What follows belongs to an exercise in optimizing a design on an open flow for a short achievable clock period and few clock cycles per item; a production flow would make more cautious choices.
At most, simulation tests tie the RTL to the original design; equivalence was not proved.
Only the layout flow was run in run 2; the RTL was not checked for function there.
Power is estimated from default activity; no workload was simulated.

`flow/constraint.sdc`:
```
create_clock -name core_clock -period 6.0 [get_ports {HCLK}]
set_input_delay 1.2000 -clock core_clock [delete_from_list [all_inputs] [get_ports {HCLK}]]
set_output_delay 1.2000 -clock core_clock [all_outputs]
set_load 0.01 [all_outputs]
```
`flow/design.v`:
```
package ahb_sram_pkg;
  localparam int HADDR_W = 32;
  localparam int HDATA_W = 32;
  localparam int HBE_W   = HDATA_W / 8;
  typedef logic [HADDR_W-1:0]   haddr_t;
  typedef logic [HDATA_W-1:0]   hdata_t;
  typedef logic [HBE_W-1:0]     hbe_t;
  typedef logic [HADDR_W-3:0]   word_idx_t;
  typedef enum logic [1:0] {
    HTRANS_IDLE   = 2'b00,
    HTRANS_BUSY   = 2'b01,
    HTRANS_NONSEQ = 2'b10,
    HTRANS_SEQ    = 2'b11
  } htrans_e;
  typedef enum logic [2:0] {
    HSIZE_BYTE  = 3'b000,
    HSIZE_HWORD = 3'b001,
    HSIZE_WORD  = 3'b010
  } hsize_e;
  typedef enum logic {
    HRESP_OKAY  = 1'b0,
    HRESP_ERROR = 1'b1
  } hresp_e;
  typedef struct packed {
    logic      we;
    hbe_t      be;
    word_idx_t idx;
  } mem_wr_t;
  typedef struct packed {
    logic      re;
    word_idx_t idx;
    logic      bypass;
  } mem_rd_t;
  function automatic hbe_t lane_enables(hsize_e size, logic [1:0] offset);
    hbe_t mask;
    case (size)
      3'b000:  mask = 4'b0001;
      3'b001:  mask = 4'b0011;
      default:     mask = 4'b1111;
    endcase
    lane_enables = mask << offset;
  endfunction
endpackage
`timescale 1ns/1ps
module ahb_sram_addr_phase #(
  parameter int MEM_DEPTH = 256
) (
  input  logic                  HCLK,
  input  logic                  HRESETn,
  input  logic                  HSEL,
  input  ahb_sram_pkg::haddr_t  HADDR,
  input  logic                  HWRITE,
  input  ahb_sram_pkg::hsize_e  HSIZE,
  input  ahb_sram_pkg::htrans_e HTRANS,
  input  logic                  HREADY,
  output ahb_sram_pkg::mem_wr_t wr_req,
  output ahb_sram_pkg::mem_rd_t rd_req,
  output logic                  stall,
  output logic                  rd_accept
);
  localparam int MEM_AW = $clog2(MEM_DEPTH);
  logic                    active;
  logic                    wr_we;
  ahb_sram_pkg::hbe_t      wr_be;
  ahb_sram_pkg::word_idx_t phase_idx;
  ahb_sram_pkg::word_idx_t haddr_idx;
  logic                    same_word;
  logic                    full_word;
  logic                    collision;
  logic                    stall_q;
  assign haddr_idx = HADDR[31:2];
  assign active = HSEL &&
                  (HTRANS == ahb_sram_pkg::HTRANS_NONSEQ ||
                   HTRANS == ahb_sram_pkg::HTRANS_SEQ);
  assign rd_accept = HREADY && active && !HWRITE;
  always_ff @(posedge HCLK or negedge HRESETn) begin
    if (!HRESETn) begin
      wr_we <= 1'b0;
    end else begin
      wr_we <= HREADY && active && HWRITE;
    end
  end
  always_ff @(posedge HCLK) begin
    if (HREADY) begin
      wr_be     <= ahb_sram_pkg::lane_enables(HSIZE, HADDR[1:0]);
      phase_idx <= haddr_idx;
    end
  end
  assign wr_req = {wr_we, wr_be, phase_idx};
  assign same_word = phase_idx[MEM_AW-1:0] == haddr_idx[MEM_AW-1:0];
  assign full_word = &wr_be;
  assign collision = wr_we && rd_accept && same_word;
  assign stall = collision && !full_word;
  always_ff @(posedge HCLK or negedge HRESETn) begin
    if (!HRESETn) begin
      stall_q <= 1'b0;
    end else begin
      stall_q <= stall;
    end
  end
  always_comb begin
    if (stall_q) begin
      rd_req = {1'b1, phase_idx, 1'b0};
    end else begin
      rd_req = {rd_accept, haddr_idx, collision && full_word};
    end
  end
endmodule
`timescale 1ns/1ps
module sram_1r1w #(
  parameter int MEM_DEPTH = 256
) (
  input  logic                  HCLK,
  input  ahb_sram_pkg::mem_wr_t wr_req,
  input  ahb_sram_pkg::hdata_t  wdata,
  input  ahb_sram_pkg::mem_rd_t rd_req,
  output ahb_sram_pkg::hdata_t  rdata
);
  localparam int MEM_AW = $clog2(MEM_DEPTH);
  ahb_sram_pkg::hdata_t mem [MEM_DEPTH];
  logic [MEM_AW-1:0] waddr;
  logic [MEM_AW-1:0] raddr;
  assign waddr = wr_req.idx[MEM_AW-1:0];
  assign raddr = rd_req.idx[MEM_AW-1:0];
  always_ff @(posedge HCLK) begin
    for (int b = 0; b < ahb_sram_pkg::HBE_W; b++) begin
      if (wr_req.we && wr_req.be[b]) begin
        mem[waddr][8*b +: 8] <= wdata[8*b +: 8];
      end
    end
  end
  always_ff @(posedge HCLK) begin
    if (rd_req.re) begin
      if (rd_req.bypass) begin
        rdata <= wdata;
      end else begin
        rdata <= mem[raddr];
      end
    end
  end
endmodule
`timescale 1ns/1ps
module ahb_sram_resp #(
  parameter bit REGISTERED_OUTPUT = 1'b0
) (
  input  logic                  HCLK,
  input  logic                  HRESETn,
  input  logic                  HREADY,
  input  ahb_sram_pkg::htrans_e HTRANS,
  input  logic                  HWRITE,
  input  logic                  stall,
  input  logic                  rd_accept,
  input  ahb_sram_pkg::hdata_t  mem_rdata,
  output ahb_sram_pkg::hdata_t  HRDATA,
  output logic                  HREADYOUT
);
  if (REGISTERED_OUTPUT) begin : g_reg_out
    logic rd_wait;
    logic rd_dphase_q;
    logic stalled_q;
    assign rd_wait = HREADY && !HWRITE &&
                     (HTRANS == ahb_sram_pkg::HTRANS_NONSEQ ||
                      HTRANS == ahb_sram_pkg::HTRANS_SEQ);
    always_ff @(posedge HCLK or negedge HRESETn) begin
      if (!HRESETn) begin
        HREADYOUT   <= 1'b1;
        rd_dphase_q <= 1'b0;
        stalled_q   <= 1'b0;
      end else begin
        HREADYOUT <= !(rd_wait || stall || stalled_q);
        stalled_q <= stall;
        if (HREADY) begin
          rd_dphase_q <= rd_accept;
        end
      end
    end
    always_ff @(posedge HCLK) begin
      if (rd_dphase_q && !HREADYOUT) begin
        HRDATA <= mem_rdata;
      end
    end
  end else begin : g_comb_out
    always_ff @(posedge HCLK or negedge HRESETn) begin
      if (!HRESETn) begin
        HREADYOUT <= 1'b1;
      end else begin
        HREADYOUT <= !stall;
      end
    end
    assign HRDATA = mem_rdata;
  end
endmodule
`timescale 1ns/1ps
module ahb_sram #(
  parameter int MEM_DEPTH         = 256,
  parameter bit REGISTERED_OUTPUT = 1'b0
) (
  input  logic                  HCLK,
  input  logic                  HRESETn,
  input  logic                  HSEL,
  input  ahb_sram_pkg::haddr_t  HADDR,
  input  ahb_sram_pkg::hdata_t  HWDATA,
  output ahb_sram_pkg::hdata_t  HRDATA,
  input  logic                  HWRITE,
  input  ahb_sram_pkg::hsize_e  HSIZE,
  input  logic [2:0]            HBURST,
  input  logic [3:0]            HPROT,
  input  ahb_sram_pkg::htrans_e HTRANS,
  input  logic                  HMASTLOCK,
  input  logic                  HREADY,
  output logic                  HREADYOUT,
  output ahb_sram_pkg::hresp_e  HRESP
);
  ahb_sram_pkg::mem_wr_t wr_req;
  ahb_sram_pkg::mem_rd_t rd_req;
  ahb_sram_pkg::hdata_t  mem_rdata;
  logic                  stall;
  logic                  rd_accept;
  assign HRESP = ahb_sram_pkg::HRESP_OKAY;
  ahb_sram_addr_phase #(
    .MEM_DEPTH (MEM_DEPTH)
  ) u_addr_phase (
    .HCLK      (HCLK),
    .HRESETn   (HRESETn),
    .HSEL      (HSEL),
    .HADDR     (HADDR),
    .HWRITE    (HWRITE),
    .HSIZE     (HSIZE),
    .HTRANS    (HTRANS),
    .HREADY    (HREADY),
    .wr_req    (wr_req),
    .rd_req    (rd_req),
    .stall     (stall),
    .rd_accept (rd_accept)
  );
  sram_1r1w #(
    .MEM_DEPTH (MEM_DEPTH)
  ) u_sram (
    .HCLK   (HCLK),
    .wr_req (wr_req),
    .wdata  (HWDATA),
    .rd_req (rd_req),
    .rdata  (mem_rdata)
  );
  ahb_sram_resp #(
    .REGISTERED_OUTPUT (REGISTERED_OUTPUT)
  ) u_resp (
    .HCLK      (HCLK),
    .HRESETn   (HRESETn),
    .HREADY    (HREADY),
    .HTRANS    (HTRANS),
    .HWRITE    (HWRITE),
    .stall     (stall),
    .rd_accept (rd_accept),
    .mem_rdata (mem_rdata),
    .HRDATA    (HRDATA),
    .HREADYOUT (HREADYOUT)
  );
endmodule
```
`flow/run.sh`:
```
#!/bin/bash
# synth_recipe.tcl (not shown) runs the flow's synth.tcl, then flattens the netlist and writes it again
# the make line also repeats each setting of config.mk as NAME=value (left out here)
make -C /OpenROAD-flow-scripts/flow DESIGN_CONFIG=/design/flow/config.mk WORK_HOME=/design/flow/orfs CLKGATE_MAP_FILE= SYNTH_SCRIPT=/design/flow/synth_recipe.tcl finish
```
`flow/config.mk`:
```
export PLATFORM = sky130hd
export DESIGN_NAME = ahb_sram
export DESIGN_NICKNAME = ahb_sram
export VERILOG_FILES = /design/flow/design.v
export SDC_FILE = /design/flow/constraint.sdc
export NUM_CORES = 8
export LEC_CHECK = 0
export CAP_MARGIN = 20
export CORE_MARGIN = 2
export CORE_UTILIZATION = 40
export SLEW_MARGIN = 20
export SYNTH_MEMORY_MAX_BITS = 16384
```
==> summary.txt, run 1 <==
Avg Vias per Cell=5.76; syn avg cell area=14.7 um2; drt pass-1 iters=22; GR Layer Usage met2=36.3%; Worst R2R End=u_sram.rdata[6]$_DFFE_PP_; DRC=0; largest net degree at the start of global routing=148; Finished Core Util=45.4%; sequential share of the synthesized area=77.0%; period utilization=94.6%; Crit Path Class=reg2reg; Final Instance Area=364000 um2; post-synthesis cell count=21790; leakage=120 nW; gr busiest metal=met2; DRT antenna net count=0; maximum capacitance violations=0; TritonCTS Buffers=783; IO Port Bufs=83; # IOs=116; grt total ovfl=0; H-tree levels=6; Cell Rows=329; Worst Reg2Reg Path Length in Cells=13; Net Count, Synth=21872; Seq cells post-synth=8239; largest fanout on the critical path=57; total routed wirelength=978000 um; Core Box Area=801000 um2; vias in the first global route=183368; HP Class=in2async; Final Hold Vio Count=0; Worst VDD drop=0.331 mV; CTS root buf=clkbuf_16; die extent in y=900 um; Skew-Pair Late Insertion Delay=1.17 ns; Clock Power Share=40.7%; Pwr Density=325 nW/um2; synth unique cells=40; worst slack at placement=-0.142 ns; wire length per cell=29.2 um; Syn-to-layout area delta=13.4%; relative slew slack=12.6%; die width=900 um; hold_buf cts=0; Comb pwr share=5.7%; setup repair after global routing missed its margin=no; starting density of the core=40.1%; clk buf depth=4; final setup vio count=0; initial antenna violation count=55; fmax=176 MHz; WP data required=7.03 ns; min Tclk post-route=5.67 ns; TritonCTS sink count=8239; Gates resized, CTS repair=0; CTS tree=built; GR Layer Usage met1=30.7%; Fin Clk Skew=0.0558 ns; layout cell share with drive strength beyond 1=9.15%; GRT Util Overall=23.1%; die area=810000 um2; part of the power in registers=53.6%; Net Switching=26.5 mW; Arrival @ worst endpoint=6.70 ns; post-CTS setup buffer count=0; post-DP HPWL=626000 um; nets=22237; Synthesis Warnings=3; CP Launch Type=register; area leader, netlist=edfxtp_1; Reg clk slew, reported paths=0.07 ns; crit end category=register; number of DRC markers in iteration 0=25579; via count=192695; Net Sw Frac=22.4%; final worst slack=0.325 ns; routability cong.=0.914; R2R Setup Slk=0.33 ns; Final Total Pwr=118 mW; placed cell area=340000 um2; synthesized cell area=321000 um2; Max Transition Viols Final=0; slew of the pin with the lowest slew margin=1.31 ns; RR Startpoint=u_addr_phase.stall_q$_DFF_PN0_; met3 usage=3.98%; cell internal pwr=91.7 mW; Synth top area share=77.0%; status=finished clean; Synth area leaders=edfxtp_1 77%, mux2i_1 6.4%, nand2_1 5.1%; first-pass GRT wire length=1370000 um
-- how the worst max path moves through the flow --
stage	endpoint	cells past startpoint	slack [ns]	start
6_report	u_sram.rdata[6]$_DFFE_PP_	13	0.33	u_addr_phase.stall_q$_DFF_PN0_
5_1_grt	u_sram.rdata[6]$_DFFE_PP_	13	0.50	u_addr_phase.stall_q$_DFF_PN0_
4_1_cts	u_sram.rdata[6]$_DFFE_PP_	13	0.69	u_addr_phase.stall_q$_DFF_PN0_
3_5_place_dp	u_sram.rdata[28]$_DFFE_PP_	12	-0.14	HADDR[3]
3_3_place_gp	u_sram.rdata[28]$_DFFE_PP_	12	-0.16	HADDR[3]
2_1_floorplan	u_sram.rdata[29]$_DFFE_PP_	13	2.59	HADDR[3]
-- cell type report --
type,count,area (um2)
fillers,69446,437000
flip-flops and latches,8239,247000
multi-input cells,12112,68300
clock buffers,983,20800
well taps,10592,13300
repair buffers,1016,10700
clock inverters,441,3480
diodes,74,185
inverters,3,11.3
-- synth_stat cells --
| cell | number |
|---|---|
| edfxtp_1 | 8236 |
| o22ai_1 | 1110 |
| o21ai_0 | 61 |
| o21a_1 | 6 |
| o22a_1 | 7 |
| a311o_1 | 1 |
| nand2_1 | 4355 |
| a2111oi_0 | 2 |
| dfstp_2 | 1 |
| and2_1 | 1 |
| mux2_2 | 5 |
| buf_6 | 1 |
| nand2b_1 | 9 |
| buf_1 | 147 |
| o221ai_1 | 30 |
| a211oi_1 | 13 |
| mux4_2 | 10 |
| a32oi_1 | 2 |
| o31ai_1 | 2 |
| nor2b_1 | 1 |
| nor2_1 | 1059 |
| a31oi_1 | 7 |
| mux2_1 | 1 |
| nor3_1 | 18 |
| buf_4 | 19 |
| o211a_1 | 25 |
| nor4_1 | 1252 |
| dfrtp_1 | 2 |
| clkbuf_1 | 831 |
| xnor2_1 | 8 |
| conb_1 | 1 |
| mux2i_1 | 2047 |
| a21oi_1 | 2023 |
| and4_1 | 1 |
| nand4_1 | 6 |
| inv_1 | 3 |
| buf_2 | 438 |
| nand4b_1 | 1 |
| a2111oi_2 | 1 |
| nand3_1 | 47 |
-- routing by layer --
| layer | vias up | wire (um) |
|---|---|---|
| met2 | 9489 | 452000 |
| met3 | 1856 | 84600 |
| met4 | 18 | 62700 |
| met1 | 97758 | 378000 |
| met5 | - | 583 |
| li1 | 83574 | - |
-- sequential cells by signal, summed over array words and instances, names as in the netlist --
register and cells:
u_sram.mem 8192, u_resp.HREADYOUT 1, u_addr_phase.wr_be 4, u_addr_phase.wr_we 1, u_addr_phase.stall_q 1, u_sram.rdata 32
u_addr_phase.phase_idx 8
-- layout by cell type, fill, tap and decap left out, drive strengths merged, types with 7 or more instances in the layout --
| cell | n |
|---|---|
| xnor2 | 8 |
| a31oi | 7 |
| nand3 | 47 |
| o22a | 7 |
| diode | 74 |
| clkdlybuf4s50 | 50 |
| nand2 | 4355 |
| nand2b | 9 |
| o211a | 25 |
| a211oi | 13 |
| nor2 | 1059 |
| mux4 | 10 |
| nor4 | 1252 |
| clkbuf | 983 |
| o221ai | 30 |
| buf | 966 |
| nor3 | 18 |
| edfxtp | 8236 |
| o22ai | 1110 |
| clkinv | 357 |
| a21oi | 2023 |
| clkinvlp | 8 |
| bufinv | 48 |
| o21ai | 61 |
| inv | 31 |
| mux2i | 2047 |
-- per-stage QoR --
stage | hold WS, ns | setup TNS [ns] | cells
floorplan | 0.525 | 0 | 21790
global route | 0.379 | 0 | 33437
finish | 0.394 | 0 | 33460
detailed placement | 1.38 | -0.333 | 31961
global placement | 1.35 | -0.315 | 31961
CTS | 0.360 | 0 | 33385
-- cell families after synthesis --
logic type | synth area share, %
compound gates | 5.67
simple gates | 8.91
buf+inv | 1.88
other cells | 0.00117
xor+xnor | 0.0218
flops | 77.0
mux | 6.47
-- power by group through the flow --
stage,clock (mW),sequential (mW),combinational [mW]
CTS,48.4,63.4,6.66
detailed placement,0,64.6,6.64
finish,48.1,63.4,6.77
global route,50.7,63.3,7.04
floorplan,0,64.6,2.95
global placement,0,64.6,6.57
-- critical path, stage by stage (launching register included) --
cell and delay, ns:
dfrtp_2 0.92, mux2_8 0.78, buf_12 0.24, buf_12 0.29, mux2i_1 0.14, o22ai_1 0.33
nor4_1 0.10, buf_4 0.16, nor4_1 1.07, buf_4 0.25, o22ai_1 0.21, o21ai_0 0.57
o211a_1 0.23, buf_4 0.10
Testbench counts, summed over its fixed seeds: cycles 176,807, items 160,000.
==> inputs of run 2 (changes only) <==
==> flow/design.v (replaced) <==
package ahb_sram_pkg;
  localparam int HADDR_W = 32;
  localparam int HDATA_W = 32;
  localparam int HBE_W   = HDATA_W / 8;
  typedef logic [HADDR_W-1:0]   haddr_t;
  typedef logic [HDATA_W-1:0]   hdata_t;
  typedef logic [HBE_W-1:0]     hbe_t;
  typedef logic [HADDR_W-3:0]   word_idx_t;
  typedef enum logic [1:0] {
    HTRANS_IDLE   = 2'b00,
    HTRANS_BUSY   = 2'b01,
    HTRANS_NONSEQ = 2'b10,
    HTRANS_SEQ    = 2'b11
  } htrans_e;
  typedef enum logic [2:0] {
    HSIZE_BYTE  = 3'b000,
    HSIZE_HWORD = 3'b001,
    HSIZE_WORD  = 3'b010
  } hsize_e;
  typedef enum logic {
    HRESP_OKAY  = 1'b0,
    HRESP_ERROR = 1'b1
  } hresp_e;
  typedef struct packed {
    logic      we;
    hbe_t      be;
    word_idx_t idx;
  } mem_wr_t;
  typedef struct packed {
    logic      re;
    word_idx_t idx;
    logic      bypass;
  } mem_rd_t;
  function automatic hbe_t lane_enables(hsize_e size, logic [1:0] offset);
    hbe_t mask;
    case (size)
      3'b000:  mask = 4'b0001;
      3'b001:  mask = 4'b0011;
      default:     mask = 4'b1111;
    endcase
    lane_enables = mask << offset;
  endfunction
endpackage
`timescale 1ns/1ps
module ahb_sram_addr_phase #(
  parameter int MEM_DEPTH = 256
) (
  input  logic                  HCLK,
  input  logic                  HRESETn,
  input  logic                  HSEL,
  input  ahb_sram_pkg::haddr_t  HADDR,
  input  logic                  HWRITE,
  input  ahb_sram_pkg::hsize_e  HSIZE,
  input  ahb_sram_pkg::htrans_e HTRANS,
  input  logic                  HREADY,
  output ahb_sram_pkg::mem_wr_t wr_req,
  output logic [$clog2(MEM_DEPTH)-1:0] rd_idx,
  output logic [3:0]            rd_bypass
);
  localparam int MEM_AW = $clog2(MEM_DEPTH);
  logic                    active;
  logic                    wr_we;
  ahb_sram_pkg::hbe_t      wr_be;
  ahb_sram_pkg::word_idx_t phase_idx;
  logic                    same_word;
  assign active = HSEL && HTRANS[1];
  always_ff @(posedge HCLK or negedge HRESETn) begin
    if (!HRESETn) begin
      wr_we <= 1'b0;
    end else begin
      wr_we <= HREADY && active && HWRITE;
    end
  end
  always_ff @(posedge HCLK) begin
    wr_be     <= ahb_sram_pkg::lane_enables(HSIZE, HADDR[1:0]);
    phase_idx <= HADDR[31:2];
  end
  assign wr_req = {wr_we, wr_be, phase_idx};
  assign rd_idx = HADDR[MEM_AW+1:2];
  assign same_word = wr_we && (phase_idx[MEM_AW-1:0] == rd_idx);
  assign rd_bypass = same_word ? wr_be : 4'b0000;
endmodule
`timescale 1ns/1ps
module sram_1r1w #(
  parameter int MEM_DEPTH = 256
) (
  input  logic                  HCLK,
  input  ahb_sram_pkg::mem_wr_t wr_req,
  input  ahb_sram_pkg::hdata_t  wdata,
  input  logic [$clog2(MEM_DEPTH)-1:0] rd_idx,
  input  logic [3:0]            rd_bypass,
  output ahb_sram_pkg::hdata_t  rdata
);
  localparam int MEM_AW = $clog2(MEM_DEPTH);
  logic [MEM_DEPTH-1:0][31:0] mem;
  logic [MEM_DEPTH-1:0]       rd_sel;
  logic [31:0]                rd_word;
  logic [MEM_AW-1:0] waddr;
  assign waddr = wr_req.idx[MEM_AW-1:0];
  for (genvar i = 0; i < MEM_DEPTH; i++) begin : g_row
    always_ff @(posedge HCLK) begin
      for (int b = 0; b < ahb_sram_pkg::HBE_W; b++) begin
        if (wr_req.we && wr_req.be[b] && waddr == i) begin
          mem[i][8*b +: 8] <= wdata[8*b +: 8];
        end
      end
    end
    assign rd_sel[i] = rd_idx == i;
  end
  always_comb begin
    rd_word = '0;
    for (int i = 0; i < MEM_DEPTH; i++) begin
      rd_word = rd_word | (mem[i] & {32{rd_sel[i]}});
    end
  end
  always_ff @(posedge HCLK) begin
    for (int b = 0; b < ahb_sram_pkg::HBE_W; b++) begin
      if (rd_bypass[b]) begin
        rdata[8*b +: 8] <= wdata[8*b +: 8];
      end else begin
        rdata[8*b +: 8] <= rd_word[8*b +: 8];
      end
    end
  end
endmodule
`timescale 1ns/1ps
module ahb_sram_resp (
  output logic HREADYOUT
);
  assign HREADYOUT = 1'b1;
endmodule
`timescale 1ns/1ps
module ahb_sram #(
  parameter int MEM_DEPTH         = 256,
  parameter bit REGISTERED_OUTPUT = 1'b0
) (
  input  logic                  HCLK,
  input  logic                  HRESETn,
  input  logic                  HSEL,
  input  ahb_sram_pkg::haddr_t  HADDR,
  input  ahb_sram_pkg::hdata_t  HWDATA,
  output ahb_sram_pkg::hdata_t  HRDATA,
  input  logic                  HWRITE,
  input  ahb_sram_pkg::hsize_e  HSIZE,
  input  logic [2:0]            HBURST,
  input  logic [3:0]            HPROT,
  input  ahb_sram_pkg::htrans_e HTRANS,
  input  logic                  HMASTLOCK,
  input  logic                  HREADY,
  output logic                  HREADYOUT,
  output ahb_sram_pkg::hresp_e  HRESP
);
  localparam int MEM_AW = $clog2(MEM_DEPTH);
  ahb_sram_pkg::mem_wr_t wr_req;
  logic [MEM_AW-1:0]     rd_idx;
  logic [3:0]            rd_bypass;
  assign HRESP = ahb_sram_pkg::HRESP_OKAY;
  ahb_sram_addr_phase #(
    .MEM_DEPTH (MEM_DEPTH)
  ) u_addr_phase (
    .HCLK      (HCLK),
    .HRESETn   (HRESETn),
    .HSEL      (HSEL),
    .HADDR     (HADDR),
    .HWRITE    (HWRITE),
    .HSIZE     (HSIZE),
    .HTRANS    (HTRANS),
    .HREADY    (HREADY),
    .wr_req    (wr_req),
    .rd_idx    (rd_idx),
    .rd_bypass (rd_bypass)
  );
  sram_1r1w #(
    .MEM_DEPTH (MEM_DEPTH)
  ) u_sram (
    .HCLK      (HCLK),
    .wr_req    (wr_req),
    .wdata     (HWDATA),
    .rd_idx    (rd_idx),
    .rd_bypass (rd_bypass),
    .rdata     (HRDATA)
  );
  ahb_sram_resp u_resp (
    .HREADYOUT (HREADYOUT)
  );
endmodule
==> flow/config.mk (replaced) <==
export PLATFORM = sky130hd
export DESIGN_NAME = ahb_sram
export DESIGN_NICKNAME = ahb_sram
export VERILOG_FILES = /design/flow/design.v
export SDC_FILE = /design/flow/constraint.sdc
export NUM_CORES = 8
export LEC_CHECK = 0
export ABC_CLOCK_PERIOD_IN_PS = 2000
export CAP_MARGIN = 20
export CORE_MARGIN = 2
export CORE_UTILIZATION = 60
export PLACE_DENSITY = 0.7
export SETUP_SLACK_MARGIN = 3.5
export SLEW_MARGIN = 20
==> run 2 against run 1 <==
- the flow now stops in global routing (5_1_grt)
- area after synthesis is 5.2% lower
- synthesized cell count fell by 19%
==> summary.txt, run 2 <==
area leader, netlist=edfxtp_1; Synth Flop Type=edfxtp_1; synthesized cell area=304000 um2; post-synthesis cell count=17742; Synth top area share=80.8%; syn avg cell area=17.2 um2; vias in the first global route=271929; GRT Util Overall=93.1%; most frequent cells after synthesis=8192 x edfxtp_1, 2771 x a22oi_1, 1382 x nor2_1; die width=716 um; Net Count, Synth=17824; First Err=[ERROR GRT-0116] Global routing finished with congestion. Check the congestion regions in the DRC Viewer.; sequential share of the synthesized area=81.1%; TritonCTS sink count=8237; die extent in y=716 um; Synth area leaders=edfxtp_1 81%, a22oi_1 6.8%, nor2_1 1.7%; first-pass GRT wire length=3090000 um; Fail Step=global routing (5_1_grt); grt total ovfl=5236; hold_buf cts=0; Post-synth EDFFs=8192; TritonCTS Buffers=786; routability cong.=1.43; synth unique cells=67; Seq cells post-synth=8237; placed cell area=338000 um2; H-tree levels=6; CTS root buf=clkbuf_16; IO Port Bufs=82; ys async rst share=0.0121%; top-count cell post-synth=edfxtp_1; largest net degree at the start of global routing=174; Cell Rows=261; clk buf depth=4; # IOs=116; starting density of the core=60.3%; post-DP HPWL=1470000 um; Synthesis Warnings=2; status=did not finish
## run 2: changes by cell type after synthesis, moves of 181 or more
cell | before | now
buf_2 | 438 | 242
a22o_1 | 0 | 255
nand4_1 | 6 | 384
nor4_1 | 1252 | 215
a222oi_1 | 0 | 231
nand3_1 | 47 | 630
mux2i_1 | 2047 | 4
nand2_1 | 4355 | 581
and3_1 | 0 | 547
a22oi_1 | 0 | 2771
a21oi_1 | 2023 | 112
o22ai_1 | 1110 | 314
nor2_1 | 1059 | 1382
a2111oi_0 | 2 | 183
## run 2: kinds of logic after synthesis
family | Yosys count | synth area share (%)
simple gates | 4036 | 6.53
compound gates | 4259 | 10.7
xor+xnor | 8 | 0.0230
buf+inv | 1195 | 1.59
other cells | 2 | 0.00247
flops | 8237 | 81.1
mux | 5 | 0.0169
## run 2: per-stage QoR
stage	worst slack [ns]	power, mW	utilization [%]	cells
2_1_floorplan	2.37	65.5	-	17742
3_3_place_gp	-0.189	68.3	66.7	25937
3_5_place_dp	0.00363	68.3	66.9	25980
4_1_cts	2.59	116	76.0	28406
## run 2: worst max path at each step
stage / startpoint / endpoint / slack, ns
CTS: HADDR[2] / u_sram.rdata[11]$_DFF_P_ / 2.59
detailed placement: HADDR[4] / u_sram.rdata[0]$_DFF_P_ / 0.004
global placement: HADDR[6] / u_sram.rdata[15]$_DFF_P_ / -0.19
floorplan: HADDR[8] / u_sram.rdata[16]$_DFF_P_ / 2.37
## run 2: what timing repair did
item | CTS
gates cloned | 46
setup endpoints to repair | 8256
gates resized for setup | 1971
buffers inserted | 940
endpoints found under the hold margin | 0
pin swaps | 613
## run 2: metal layers
metal,overflow,track usage [%]
met2,1950,97.0
met4,1284,89.9
met3,925,90.2
met5,123,85.2
met1,954,93.6
## run 2: power by group through the flow
stage / combinational, mW / clock, mW / sequential [mW]
4_1_cts: 4.27 / 48.8 / 63.4
3_5_place_dp: 3.72 / 0 / 64.6
3_3_place_gp: 3.65 / 0 / 64.6
2_1_floorplan: 0.863 / 0 / 64.6
==> inputs of run 3 (changes only) <==
--- a/flow/design.v
+++ b/flow/design.v
@@ -42,6 +42,14 @@
   endfunction
 endpackage
 `timescale 1ns/1ps
+module ahb_sram_dec4_n (
+  input  logic [3:0]  a,
+  output logic [15:0] y_n
+);
+  for (genvar j = 0; j < 16; j++) begin : g_out
+    assign y_n[j] = ~(a == j);
+  end
+endmodule
 module ahb_sram_addr_phase #(
   parameter int MEM_DEPTH = 256
 ) (
@@ -54,7 +62,7 @@
   input  ahb_sram_pkg::htrans_e HTRANS,
   input  logic                  HREADY,
   output ahb_sram_pkg::mem_wr_t wr_req,
-  output logic [$clog2(MEM_DEPTH)-1:0] rd_idx,
+  output logic [MEM_DEPTH-1:0]  rd_sel,
   output logic [3:0]            rd_bypass
 );
   localparam int MEM_AW = $clog2(MEM_DEPTH);
@@ -62,7 +70,10 @@
   logic                    wr_we;
   ahb_sram_pkg::hbe_t      wr_be;
   ahb_sram_pkg::word_idx_t phase_idx;
+  logic [MEM_AW-1:0]       rd_idx;
   logic                    same_word;
+  logic [15:0]             lo_n;
+  logic [15:0]             hi_n;
   assign active = HSEL && HTRANS[1];
   always_ff @(posedge HCLK or negedge HRESETn) begin
     if (!HRESETn) begin
@@ -77,23 +88,97 @@
   end
   assign wr_req = {wr_we, wr_be, phase_idx};
   assign rd_idx = HADDR[MEM_AW+1:2];
+  ahb_sram_dec4_n u_dec_lo (
+    .a   (rd_idx[3:0]),
+    .y_n (lo_n)
+  );
+  ahb_sram_dec4_n u_dec_hi (
+    .a   (rd_idx[7:4]),
+    .y_n (hi_n)
+  );
+  for (genvar i = 0; i < MEM_DEPTH; i++) begin : g_sel
+    ahb_sram_nor2 u_sel (
+      .a (lo_n[i % 16]),
+      .b (hi_n[i / 16]),
+      .y (rd_sel[i])
+    );
+  end
   assign same_word = wr_we && (phase_idx[MEM_AW-1:0] == rd_idx);
   assign rd_bypass = same_word ? wr_be : 4'b0000;
 endmodule
 `timescale 1ns/1ps
+module ahb_sram_aoi22 (
+  input  logic a1,
+  input  logic a2,
+  input  logic b1,
+  input  logic b2,
+  output logic y
+);
+  assign y = ~((a1 & a2) | (b1 & b2));
+endmodule
+module ahb_sram_nand2 (
+  input  logic a,
+  input  logic b,
+  output logic y
+);
+  assign y = ~(a & b);
+endmodule
+module ahb_sram_nor2 (
+  input  logic a,
+  input  logic b,
+  output logic y
+);
+  assign y = ~(a | b);
+endmodule
+module ahb_sram_or_tree #(
+  parameter int N = 256
+) (
+  input  logic [N-1:0] sel,
+  input  logic [N-1:0] d,
+  output logic         y
+);
+  localparam int LEVELS = $clog2(N);
+  logic [LEVELS:0][N-1:0] lvl;
+  for (genvar k = 0; k < N / 2; k++) begin : g_l1
+    ahb_sram_aoi22 u_aoi (
+      .a1 (sel[2*k]),
+      .a2 (d[2*k]),
+      .b1 (sel[2*k+1]),
+      .b2 (d[2*k+1]),
+      .y  (lvl[1][k])
+    );
+  end
+  for (genvar l = 2; l <= LEVELS; l++) begin : g_lvl
+    for (genvar k = 0; k < (N >> l); k++) begin : g_node
+      if (l % 2 == 0) begin : g_nand
+        ahb_sram_nand2 u_g (
+          .a (lvl[l-1][2*k]),
+          .b (lvl[l-1][2*k+1]),
+          .y (lvl[l][k])
+        );
+      end else begin : g_nor
+        ahb_sram_nor2 u_g (
+          .a (lvl[l-1][2*k]),
+          .b (lvl[l-1][2*k+1]),
+          .y (lvl[l][k])
+        );
+      end
+    end
+  end
+  assign y = (LEVELS % 2 == 0) ? lvl[LEVELS][0] : ~lvl[LEVELS][0];
+endmodule
 module sram_1r1w #(
   parameter int MEM_DEPTH = 256
 ) (
   input  logic                  HCLK,
   input  ahb_sram_pkg::mem_wr_t wr_req,
   input  ahb_sram_pkg::hdata_t  wdata,
-  input  logic [$clog2(MEM_DEPTH)-1:0] rd_idx,
+  input  logic [MEM_DEPTH-1:0]  rd_sel,
   input  logic [3:0]            rd_bypass,
   output ahb_sram_pkg::hdata_t  rdata
 );
   localparam int MEM_AW = $clog2(MEM_DEPTH);
   logic [MEM_DEPTH-1:0][31:0] mem;
-  logic [MEM_DEPTH-1:0]       rd_sel;
   logic [31:0]                rd_word;
   logic [MEM_AW-1:0] waddr;
   assign waddr = wr_req.idx[MEM_AW-1:0];
@@ -105,13 +190,19 @@
         end
       end
     end
-    assign rd_sel[i] = rd_idx == i;
-  end
-  always_comb begin
-    rd_word = '0;
-    for (int i = 0; i < MEM_DEPTH; i++) begin
-      rd_word = rd_word | (mem[i] & {32{rd_sel[i]}});
-    end
+  end
+  for (genvar n = 0; n < 32; n++) begin : g_bit
+    logic [MEM_DEPTH-1:0] col;
+    for (genvar i = 0; i < MEM_DEPTH; i++) begin : g_col
+      assign col[i] = mem[i][n];
+    end
+    ahb_sram_or_tree #(
+      .N (MEM_DEPTH)
+    ) u_tree (
+      .sel (rd_sel),
+      .d   (col),
+      .y   (rd_word[n])
+    );
   end
   always_ff @(posedge HCLK) begin
     for (int b = 0; b < ahb_sram_pkg::HBE_W; b++) begin
@@ -152,7 +243,7 @@
 );
   localparam int MEM_AW = $clog2(MEM_DEPTH);
   ahb_sram_pkg::mem_wr_t wr_req;
-  logic [MEM_AW-1:0]     rd_idx;
+  logic [MEM_DEPTH-1:0]  rd_sel;
   logic [3:0]            rd_bypass;
   assign HRESP = ahb_sram_pkg::HRESP_OKAY;
   ahb_sram_addr_phase #(
@@ -167,7 +258,7 @@
     .HTRANS    (HTRANS),
     .HREADY    (HREADY),
     .wr_req    (wr_req),
-    .rd_idx    (rd_idx),
+    .rd_sel    (rd_sel),
     .rd_bypass (rd_bypass)
   );
   sram_1r1w #(
@@ -176,7 +267,7 @@
     .HCLK      (HCLK),
     .wr_req    (wr_req),
     .wdata     (HWDATA),
-    .rd_idx    (rd_idx),
+    .rd_sel    (rd_sel),
     .rd_bypass (rd_bypass),
     .rdata     (HRDATA)
   );
--- a/flow/config.mk
+++ b/flow/config.mk
@@ -8,7 +8,7 @@
 export ABC_CLOCK_PERIOD_IN_PS = 2000
 export CAP_MARGIN = 20
 export CORE_MARGIN = 2
-export CORE_UTILIZATION = 60
-export PLACE_DENSITY = 0.7
+export CORE_UTILIZATION = 45
 export SETUP_SLACK_MARGIN = 3.5
 export SLEW_MARGIN = 20
+export SYNTH_HIERARCHICAL = 1
==> run 3 against run 2 <==
- synthesized cell count is 2.5% higher
- now clean on timing, DRC and antenna
- area after synthesis is 6.2% higher
==> summary.txt, run 3 <==
status=finished clean; setup repair after global routing missed its margin=yes; via count=193740; fmax=309 MHz; final setup vio count=0; min Tclk post-route=3.24 ns; starting density of the core=45.1%; # IOs=116; post-synthesis cell count=18181; CTS tree=built; number of DRC markers in iteration 0=24700; vias in the first global route=184921; Clock Power Share=42.3%; Crit Path Class=in2reg; worst-path cell chain=buf_16 -> buf_12 -> buf_12 -> or4b_4 -> buf_16 -> buf_6 -> buf_12 -> nor2_4 -> buf_12 -> buf_4 -> a22oi_2 -> nand2_1 -> nor2_2 -> nand2_2 -> nor2_4 -> nand2_1 -> nor2_1 -> buf_6 -> nand2_2 -> mux2_4; DRT antenna net count=0; leakage=142 nW; Avg Vias per Cell=6.08; Syn-to-layout area delta=27.0%; H-tree levels=6; RR Startpoint=u_addr_phase.wr_we$_DFF_PN0_; Skew-Pair Late Insertion Delay=1.24 ns; grt total ovfl=0; cell internal pwr=92.0 mW; slew of the pin with the lowest slew margin=1.33 ns; GRT Util Overall=27.9%; die area=725000 um2; Worst R2R End=u_sram.mem[5791]$_DFFE_PP_; GR Layer Usage met2=42.3%; WP buf/inv=9; Cell Rows=311; Worst VDD drop=0.309 mV; Reg clk slew, reported paths=0.06 ns; Core Box Area=717000 um2; initial antenna violation count=41; placed insts=28552; Worst Reg2Reg Path Length in Cells=9; CTS root buf=clkbuf_16; crit end category=register; Max Transition Viols Final=0; GR Layer Usage met1=39.2%; Synthesis Warnings=8; routability cong.=0.918; hold_ws=0.150 ns; total routed wirelength=1050000 um; CP top delay family=buffers and inverters; slowest CP cell=nor2_4; drt pass-1 iters=6; die extent in y=852 um; Reg with most FFs=u_sram.mem; TritonCTS Buffers=820; fin cells=31858; setup TNS=0 ns; DRC=0; Net Count, Synth=18263; post-DP HPWL=605000 um; largest fanout on the critical path=12; period utilization=54.0%; maximum capacitance violations=0; TritonCTS sink count=8237; most frequent cells in the layout=8192 x edfxtp_1, 4096 x a22oi_2, 2332 x nand2_1; IO Port Bufs=82; met3 usage=6.62%; Most common cell on crit path=buf_12; Largest register FFs=8192; syn avg cell area=17.8 um2; R2R Setup Slk=3.36 ns; Arrival @ worst endpoint=4.30 ns; Comb pwr share=3.7%; relative slew slack=11.2%; Net Switching=25.8 mW; layout cell share with drive strength beyond 1=46.8%; Pwr Density=287 nW/um2; Final Hold Vio Count=0; HP Class=in2async; CP Launch Type=input port; Net Sw Frac=21.9%; nets=21693; gr busiest metal=met2; WP data required=7.06 ns; clk buf depth=4; wire length per cell=33.1 um; first-pass GRT wire length=1430000 um; largest registers=u_sram.mem: 8192 flops, u_sram.rdata: 32 flops, u_addr_phase.phase_idx: 8 flops; Fin Clk Skew=0.124 ns; die width=852 um; CP max stage delay=0.37 ns; synthesized cell area=323000 um2; largest net degree at the start of global routing=143; part of the power in registers=54.0%; commonest non-fill, non-tap cell in the layout=edfxtp_1
## run 3: power by group through the flow
stage	registers [mW]	clock network, mW	logic, mW
global placement	64.8	0	3.12
global route	63.6	52.5	4.35
finish	63.6	49.8	4.31
detailed placement	64.8	0	3.20
floorplan	64.6	0	0.674
CTS	63.6	50.2	4.06
## run 3: metal layers
metal	part of all wire, %	up-vias	routed length, um
met5	0.0083	-	88
met4	4.5	14	47600
met3	11	1641	113000
met2	45	10052	474000
met1	40	101447	419000
li1	-	80586	-
## run 3: how the worst max path moves through the flow
stage | start | end | depth (start not counted)
3_5_place_dp | HADDR[5] | u_sram.rdata[2]$_DFF_P_ | 15
4_1_cts | u_sram.rdata[21]$_DFF_P_ | HRDATA[21] | 1
3_3_place_gp | HADDR[2] | u_sram.rdata[2]$_DFF_P_ | 15
6_report | HADDR[4] | u_sram.rdata[28]$_DFF_P_ | 20
2_1_floorplan | HADDR[2] | u_sram.rdata[0]$_DFF_P_ | 12
5_1_grt | HADDR[4] | u_sram.rdata[28]$_DFF_P_ | 20
## run 3: cell type report
type / instances / area, um2
Clock buffer: 1049 / 21700
Fill cell: 53459 / 306000
Multi-Input combinational cell: 9678 / 91300
Tap cell: 9546 / 11900
Timing Repair Buffer: 2869 / 34600
Inverter: 5 / 18.8
Clock inverter: 450 / 4160
Sequential cell: 8237 / 247000
Antenna cell: 24 / 60.1
## run 3: per-stage QoR
| step | setup WS [ns] | power, mW | utilization (%) | cell area, um2 |
|---|---|---|---|---|
| final | 2.76 | 118 | 57.3 | 411000 |
| after global routing | 2.85 | 120 | 57.3 | 411000 |
| after CTS | 2.90 | 118 | 56.5 | 405000 |
| after detailed placement | 0.0643 | 68.0 | 48.6 | 348000 |
| after global placement | 0.0286 | 67.9 | 48.4 | 347000 |
| after floorplan | 1.35 | 65.3 | - | 323000 |
## run 3: timing repair
action / CTS / global route
hold buffers: 0 / 0
endpoints found under the setup margin: 8231 / 3212
gates resized for setup: 3244 / 427
pin swaps: 983 / 430
gates cloned: 171 / 24
buffers inserted: 1303 / 283
Testbench counts of run 3, summed over its fixed seeds: cycles 160,008, items 160,000.

==> re-timing with driven ports <==
The results above use ideal ports. As a check the final layouts listed here were re-extracted and re-timed, cells and wires unchanged.
Step 1 assumes that a clkbuf_16 drives the clock port and a buf_2 every other input.
Step 2 also shifts input and output timing later by t, the mid clock arrival at the registers, as if the neighbouring blocks saw the same clock.
Slacks: ideal / step 1 / step 2; pairs: ideal / step 1.
run | t (ns) | setup slack, ns | worst setup path at the end | latest minus earliest clock arrival (ns)
run 1 | 1.267 | 0.325 / 0.325 / -0.802 | input to register | 0.062 / 0.062
run 3 | 1.334 | 2.759 / 2.657 / 1.323 | input to register | 0.124 / 0.124
With both steps, setup timing fails in run 1, where it was met with ideal ports. The setup slack of run 3, which loses most, moves by -0.102 ns with the drivers and by -1.436 ns with both steps.
